From an optimization exercise on the open Yosys and OpenROAD flow, aimed at small area; shortcuts taken in it are not production practice.
In this exercise RTL edits were held to simulation tests only and were not proved equivalent to the original.
Power and IR drop assume default switching activity.

==> zinc <==
==> flow/design.v <==
package iob_gpio_in_pkg;
  localparam int unsigned DEB_W_DEF = 16;
  localparam logic [31:0] ADDR_RAW     = 32'd0;
  localparam logic [31:0] ADDR_DEB     = 32'd1;
  localparam logic [31:0] ADDR_RISE_EN = 32'd2;
  localparam logic [31:0] ADDR_FALL_EN = 32'd3;
  localparam logic [31:0] ADDR_PENDING = 32'd4;
  localparam logic [31:0] ADDR_DEB_TH  = 32'd5;
  localparam logic [31:0] EN_RST      = 32'h0000_0000;
  localparam logic [31:0] PENDING_RST = 32'h0000_0000;
  localparam logic [31:0] DEB_TH_RST  = 32'h0000_0000;
endpackage
module iob_gpio_in_deb #(
  parameter int DEB_W = 16
) (
  input  logic             clk,
  input  logic             rst,
  input  logic             pin,
  input  logic [DEB_W-1:0] th,
  output logic             raw,
  output logic             deb,
  output logic             rise,
  output logic             fall
);
  logic             sync1_q, sync2_q;
  logic             deb_q, deb_d;
  logic [DEB_W-1:0] cnt_q, cnt_d;
  always_comb begin
    deb_d = deb_q;
    cnt_d = cnt_q;
    if (sync2_q == deb_q) begin
      cnt_d = '0;
    end else if (cnt_q >= th) begin
      deb_d = sync2_q;
      cnt_d = '0;
    end else if (cnt_q != '1) begin
      cnt_d = cnt_q + 1'b1;
    end
  end
  always_ff @(posedge clk or posedge rst) begin
    if (rst) begin
      sync1_q <= 1'b0;
      sync2_q <= 1'b0;
      deb_q   <= 1'b0;
      cnt_q   <= '0;
    end else begin
      sync1_q <= pin;
      sync2_q <= sync1_q;
      deb_q   <= deb_d;
      cnt_q   <= cnt_d;
    end
  end
  assign rise = deb_d & ~deb_q;
  assign fall = ~deb_d & deb_q;
  assign raw  = sync2_q;
  assign deb  = deb_q;
endmodule
module iob_gpio_in #(
  parameter int GPIO_W = 32,
  parameter int DATA_W = 32,
  parameter int ADDR_W = 3,
  parameter int DEB_W  = iob_gpio_in_pkg::DEB_W_DEF
) (
  input  logic              clk,
  input  logic              rst,
  input  logic              valid,
  input  logic [ADDR_W-1:0] address,
  input  logic [DATA_W-1:0] wdata,
  input  logic [DATA_W/8-1:0] wstrb,
  output logic [DATA_W-1:0] rdata,
  output logic              ready,
  input  logic [GPIO_W-1:0] gpio_input,
  output logic              gpio_irq
);
  logic [GPIO_W-1:0] raw, deb, rise, fall;
  logic [DATA_W-1:0] wmask;
  logic              ready_q, ready_d;
  logic [DATA_W-1:0] rdata_q, rdata_d;
  logic [GPIO_W-1:0] rise_en_q, rise_en_d;
  logic [GPIO_W-1:0] fall_en_q, fall_en_d;
  logic [GPIO_W-1:0] pending_q, pending_d;
  logic [DEB_W-1:0]  deb_th_q, deb_th_d;
  logic              irq_q, irq_d;
  logic              req, wr, rd;
  logic [31:0]       addr_w;
  logic [DATA_W-1:0] rise_merge, fall_merge, th_merge, w1c_bits;
  logic              unused_bits;
  genvar gi;
  generate
    for (gi = 0; gi < GPIO_W; gi++) begin : g_pin
      iob_gpio_in_deb #(.DEB_W(DEB_W)) u_deb (
        .clk  (clk),
        .rst  (rst),
        .pin  (gpio_input[gi]),
        .th   (deb_th_q),
        .raw  (raw[gi]),
        .deb  (deb[gi]),
        .rise (rise[gi]),
        .fall (fall[gi])
      );
    end
    for (gi = 0; gi < DATA_W/8; gi++) begin : g_lane
      assign wmask[8*gi +: 8] = {8{wstrb[gi]}};
    end
  endgenerate
  always_comb begin
    req    = valid & ~ready_q;
    wr     = req & (|wstrb);
    rd     = req & ~(|wstrb);
    addr_w = 32'(address);
    rise_merge = (DATA_W'(rise_en_q) & ~wmask) | (wdata & wmask);
    fall_merge = (DATA_W'(fall_en_q) & ~wmask) | (wdata & wmask);
    th_merge   = (DATA_W'(deb_th_q)  & ~wmask) | (wdata & wmask);
    w1c_bits   = wdata & wmask;
    rise_en_d = rise_en_q;
    fall_en_d = fall_en_q;
    deb_th_d  = deb_th_q;
    pending_d = pending_q;
    if (wr) begin
      case (addr_w)
        iob_gpio_in_pkg::ADDR_RISE_EN: rise_en_d = GPIO_W'(rise_merge);
        iob_gpio_in_pkg::ADDR_FALL_EN: fall_en_d = GPIO_W'(fall_merge);
        iob_gpio_in_pkg::ADDR_DEB_TH:  deb_th_d  = DEB_W'(th_merge);
        iob_gpio_in_pkg::ADDR_PENDING: pending_d = pending_q & ~(GPIO_W'(w1c_bits));
        default: ;
      endcase
    end
    pending_d = pending_d | (rise & rise_en_q) | (fall & fall_en_q);
    irq_d     = |pending_d;
    ready_d = req;
    rdata_d = '0;
    if (rd) begin
      case (addr_w)
        iob_gpio_in_pkg::ADDR_RAW:     rdata_d = DATA_W'(raw);
        iob_gpio_in_pkg::ADDR_DEB:     rdata_d = DATA_W'(deb);
        iob_gpio_in_pkg::ADDR_RISE_EN: rdata_d = DATA_W'(rise_en_q);
        iob_gpio_in_pkg::ADDR_FALL_EN: rdata_d = DATA_W'(fall_en_q);
        iob_gpio_in_pkg::ADDR_PENDING: rdata_d = DATA_W'(pending_q);
        iob_gpio_in_pkg::ADDR_DEB_TH:  rdata_d = DATA_W'(deb_th_q);
        default:      rdata_d = '0;
      endcase
    end
  end
  assign unused_bits = ^{rise_merge, fall_merge, th_merge, w1c_bits};
  always_ff @(posedge clk or posedge rst) begin
    if (rst) begin
      ready_q   <= 1'b0;
      rdata_q   <= '0;
      rise_en_q <= GPIO_W'(iob_gpio_in_pkg::EN_RST);
      fall_en_q <= GPIO_W'(iob_gpio_in_pkg::EN_RST);
      pending_q <= GPIO_W'(iob_gpio_in_pkg::PENDING_RST);
      deb_th_q  <= DEB_W'(iob_gpio_in_pkg::DEB_TH_RST);
      irq_q     <= 1'b0;
    end else begin
      ready_q   <= ready_d;
      rdata_q   <= rdata_d;
      rise_en_q <= rise_en_d;
      fall_en_q <= fall_en_d;
      pending_q <= pending_d;
      deb_th_q  <= deb_th_d;
      irq_q     <= irq_d;
    end
  end
  assign ready = ready_q;
  assign rdata = rdata_q;
  assign gpio_irq  = irq_q;
endmodule
==> flow/run.sh <==
#!/bin/bash
# synth_recipe.tcl (not shown) runs the flow's synth.tcl, then flattens the netlist and writes it again
# the make line also repeats each setting of config.mk as NAME=value (left out here)
make -C /OpenROAD-flow-scripts/flow DESIGN_CONFIG=/design/flow/config.mk WORK_HOME=/design/flow/orfs CLKGATE_MAP_FILE= SYNTH_SCRIPT=/design/flow/synth_recipe.tcl finish
==> flow/config.mk <==
export PLATFORM = sky130hd
export DESIGN_NAME = iob_gpio_in
export DESIGN_NICKNAME = iob_gpio_in
export VERILOG_FILES = /design/flow/design.v
export SDC_FILE = /design/flow/constraint.sdc
export NUM_CORES = 4
export LEC_CHECK = 0
export CAP_MARGIN = 20
export CORE_MARGIN = 2
export CORE_UTILIZATION = 30
export SLEW_MARGIN = 20
==> flow/constraint.sdc <==
create_clock -name core_clock -period 10.0 [get_ports {clk}]
set_input_delay 2.0000 -clock core_clock [delete_from_list [all_inputs] [get_ports {clk}]]
set_output_delay 2.0000 -clock core_clock [all_outputs]
set_load 0.01 [all_outputs]
==> violet (differences from zinc) <==
==> flow/design.v (replaced) <==
package iob_gpio_in_pkg;
  localparam int unsigned DEB_W_DEF = 16;
  localparam logic [31:0] ADDR_RAW     = 32'd0;
  localparam logic [31:0] ADDR_DEB     = 32'd1;
  localparam logic [31:0] ADDR_RISE_EN = 32'd2;
  localparam logic [31:0] ADDR_FALL_EN = 32'd3;
  localparam logic [31:0] ADDR_PENDING = 32'd4;
  localparam logic [31:0] ADDR_DEB_TH  = 32'd5;
  localparam logic [31:0] EN_RST      = 32'h0000_0000;
  localparam logic [31:0] PENDING_RST = 32'h0000_0000;
  localparam logic [31:0] DEB_TH_RST  = 32'h0000_0000;
endpackage
module iob_gpio_in_deb #(
  parameter int DEB_W = 16
) (
  input  logic             clk,
  input  logic             rst,
  input  logic             pin,
  input  logic [DEB_W-1:0] th,
  output logic             raw,
  output logic             deb,
  output logic             flip
);
  logic             sync1_q, sync2_q;
  logic             deb_q;
  logic [DEB_W-1:0] cnt_q;
  logic             mis, ge;
  assign mis  = sync2_q ^ deb_q;
  logic [DEB_W-1:0] g, k, cnt_d;
  assign g[0] = cnt_q[0] | ~th[0];
  for (genvar i = 1; i < DEB_W; i++) begin : g_cmp
    assign g[i] = (cnt_q[i] & ~th[i]) | ((cnt_q[i] | ~th[i]) & g[i-1]);
  end
  assign ge = g[DEB_W-1];
  assign k[0] = mis & ~ge;
  for (genvar i = 1; i < DEB_W; i++) begin : g_inc
    assign k[i] = k[i-1] & cnt_q[i-1];
  end
  assign cnt_d = ({DEB_W{k[0]}} & cnt_q) ^ k;
  assign flip = mis & ge;
  always_ff @(posedge clk or posedge rst) begin
    if (rst) begin
      sync1_q <= 1'b0;
      sync2_q <= 1'b0;
      deb_q   <= 1'b0;
    end else begin
      sync1_q <= pin;
      sync2_q <= sync1_q;
      deb_q   <= deb_q ^ flip;
    end
  end
  always_ff @(posedge clk) begin
    cnt_q <= cnt_d;
  end
  assign raw = sync2_q;
  assign deb = deb_q;
endmodule
module iob_gpio_in #(
  parameter int GPIO_W = 32,
  parameter int DATA_W = 32,
  parameter int ADDR_W = 3,
  parameter int DEB_W  = iob_gpio_in_pkg::DEB_W_DEF
) (
  input  logic              clk,
  input  logic              rst,
  input  logic              valid,
  input  logic [ADDR_W-1:0] address,
  input  logic [DATA_W-1:0] wdata,
  input  logic [DATA_W/8-1:0] wstrb,
  output logic [DATA_W-1:0] rdata,
  output logic              ready,
  input  logic [GPIO_W-1:0] gpio_input,
  output logic              gpio_irq
);
  logic [GPIO_W-1:0] raw, deb, flip;
  logic [DATA_W-1:0] wmask;
  logic              ready_q;
  logic [DATA_W-1:0] rdata_q, rdata_d;
  logic [GPIO_W-1:0] rise_en_q, fall_en_q, pending_q, pending_d;
  logic [DEB_W-1:0]  deb_th_q;
  logic              irq_q;
  logic              req, wr, rd;
  logic              we_rise, we_fall, we_th, we_pend;
  genvar gi;
  generate
    for (gi = 0; gi < GPIO_W; gi++) begin : g_pin
      iob_gpio_in_deb #(.DEB_W(DEB_W)) u_deb (
        .clk  (clk),
        .rst  (rst),
        .pin  (gpio_input[gi]),
        .th   (deb_th_q),
        .raw  (raw[gi]),
        .deb  (deb[gi]),
        .flip (flip[gi])
      );
    end
    for (gi = 0; gi < DATA_W/8; gi++) begin : g_lane
      assign wmask[8*gi +: 8] = {8{wstrb[gi]}};
    end
  endgenerate
  assign req     = valid & ~ready_q;
  assign wr      = req & (|wstrb);
  assign rd      = req & ~(|wstrb);
  assign we_rise = wr & (address == 3'd2);
  assign we_fall = wr & (address == 3'd3);
  assign we_pend = wr & (address == 3'd4);
  assign we_th   = wr & (address == 3'd5);
  assign pending_d = (pending_q & ~({GPIO_W{we_pend}} & wdata & wmask))
                   | (flip & ((deb & fall_en_q) | (~deb & rise_en_q)));
  always_comb begin
    rdata_d = '0;
    if (rd) begin
      case (address)
        3'd0: rdata_d = raw;
        3'd1: rdata_d = deb;
        3'd2: rdata_d = rise_en_q;
        3'd3: rdata_d = fall_en_q;
        3'd4: rdata_d = pending_q;
        3'd5: rdata_d = DATA_W'(deb_th_q);
        default: rdata_d = '0;
      endcase
    end
  end
  always_ff @(posedge clk or posedge rst) begin
    if (rst) begin
      ready_q   <= 1'b0;
      rdata_q   <= '0;
      rise_en_q <= '0;
      fall_en_q <= '0;
      pending_q <= '0;
      deb_th_q  <= '0;
      irq_q     <= 1'b0;
    end else begin
      ready_q   <= req;
      rdata_q   <= rdata_d;
      for (int i = 0; i < GPIO_W; i++) begin
        if (we_rise & wstrb[i/8]) rise_en_q[i] <= wdata[i];
        if (we_fall & wstrb[i/8]) fall_en_q[i] <= wdata[i];
      end
      for (int i = 0; i < DEB_W; i++)
        if (we_th & wstrb[i/8]) deb_th_q[i] <= wdata[i];
      pending_q <= pending_d;
      irq_q     <= |pending_d;
    end
  end
  assign ready    = ready_q;
  assign rdata    = rdata_q;
  assign gpio_irq = irq_q;
endmodule
--- a/flow/config.mk
+++ b/flow/config.mk
@@ -5,7 +5,8 @@
 export SDC_FILE = /design/flow/constraint.sdc
 export NUM_CORES = 4
 export LEC_CHECK = 0
+export ABC_AREA = 1
 export CAP_MARGIN = 20
 export CORE_MARGIN = 2
-export CORE_UTILIZATION = 30
+export CORE_UTILIZATION = 60
 export SLEW_MARGIN = 20
==> qor.csv <==
stage,metric,value,unit
grt,first-pass GRT wire length,173000,um
drt,vias per cell,5.54,
drt,drt pass-1 iters,8,
outcome,status,timing/DRC/antenna clean,
the above is filed under violet

==> qor.csv <==
stage,metric,value,unit
outcome,status,timing/DRC/antenna clean,
power,Clk. pwr,3.46,mW
power,Pwr Density,158,mW/mm2
floorplan,Die Area,0.157,mm2
grt,first-pass GRT wire length,217000,um
drt,vias per cell,5.31,
drt,drt pass-1 iters,7,
the above is filed under zinc

-- separate check: timing with driven ports --
The results above use ideal ports. As a check the final layouts listed here were re-extracted and re-timed, cells and wires unchanged. Step 1, drivers: a clkbuf_16 drives clk and a buf_2 each remaining input, both assumed. Step 2 also shifts input and output timing later by t, the mid clock arrival at the registers, as if the neighbouring blocks saw the same clock. Three values: ideal ports, drivers, drivers and shift; two values: the first two.
run | t (ns) | slack for setup (ns) | worst data-port slew with drivers (ns) | cell pins on the clock port's net
zinc | 0.758 | 5.489 / 5.536 / 4.779 | 0.22 | 1
violet | 0.684 | 5.083 / 5.083 / 4.659 | 0.09 | 1
After both steps setup and hold are still met in every run listed. For zinc, which loses most, drivers alone change the setup slack by +0.047 ns; drivers and shift together by -0.710 ns.
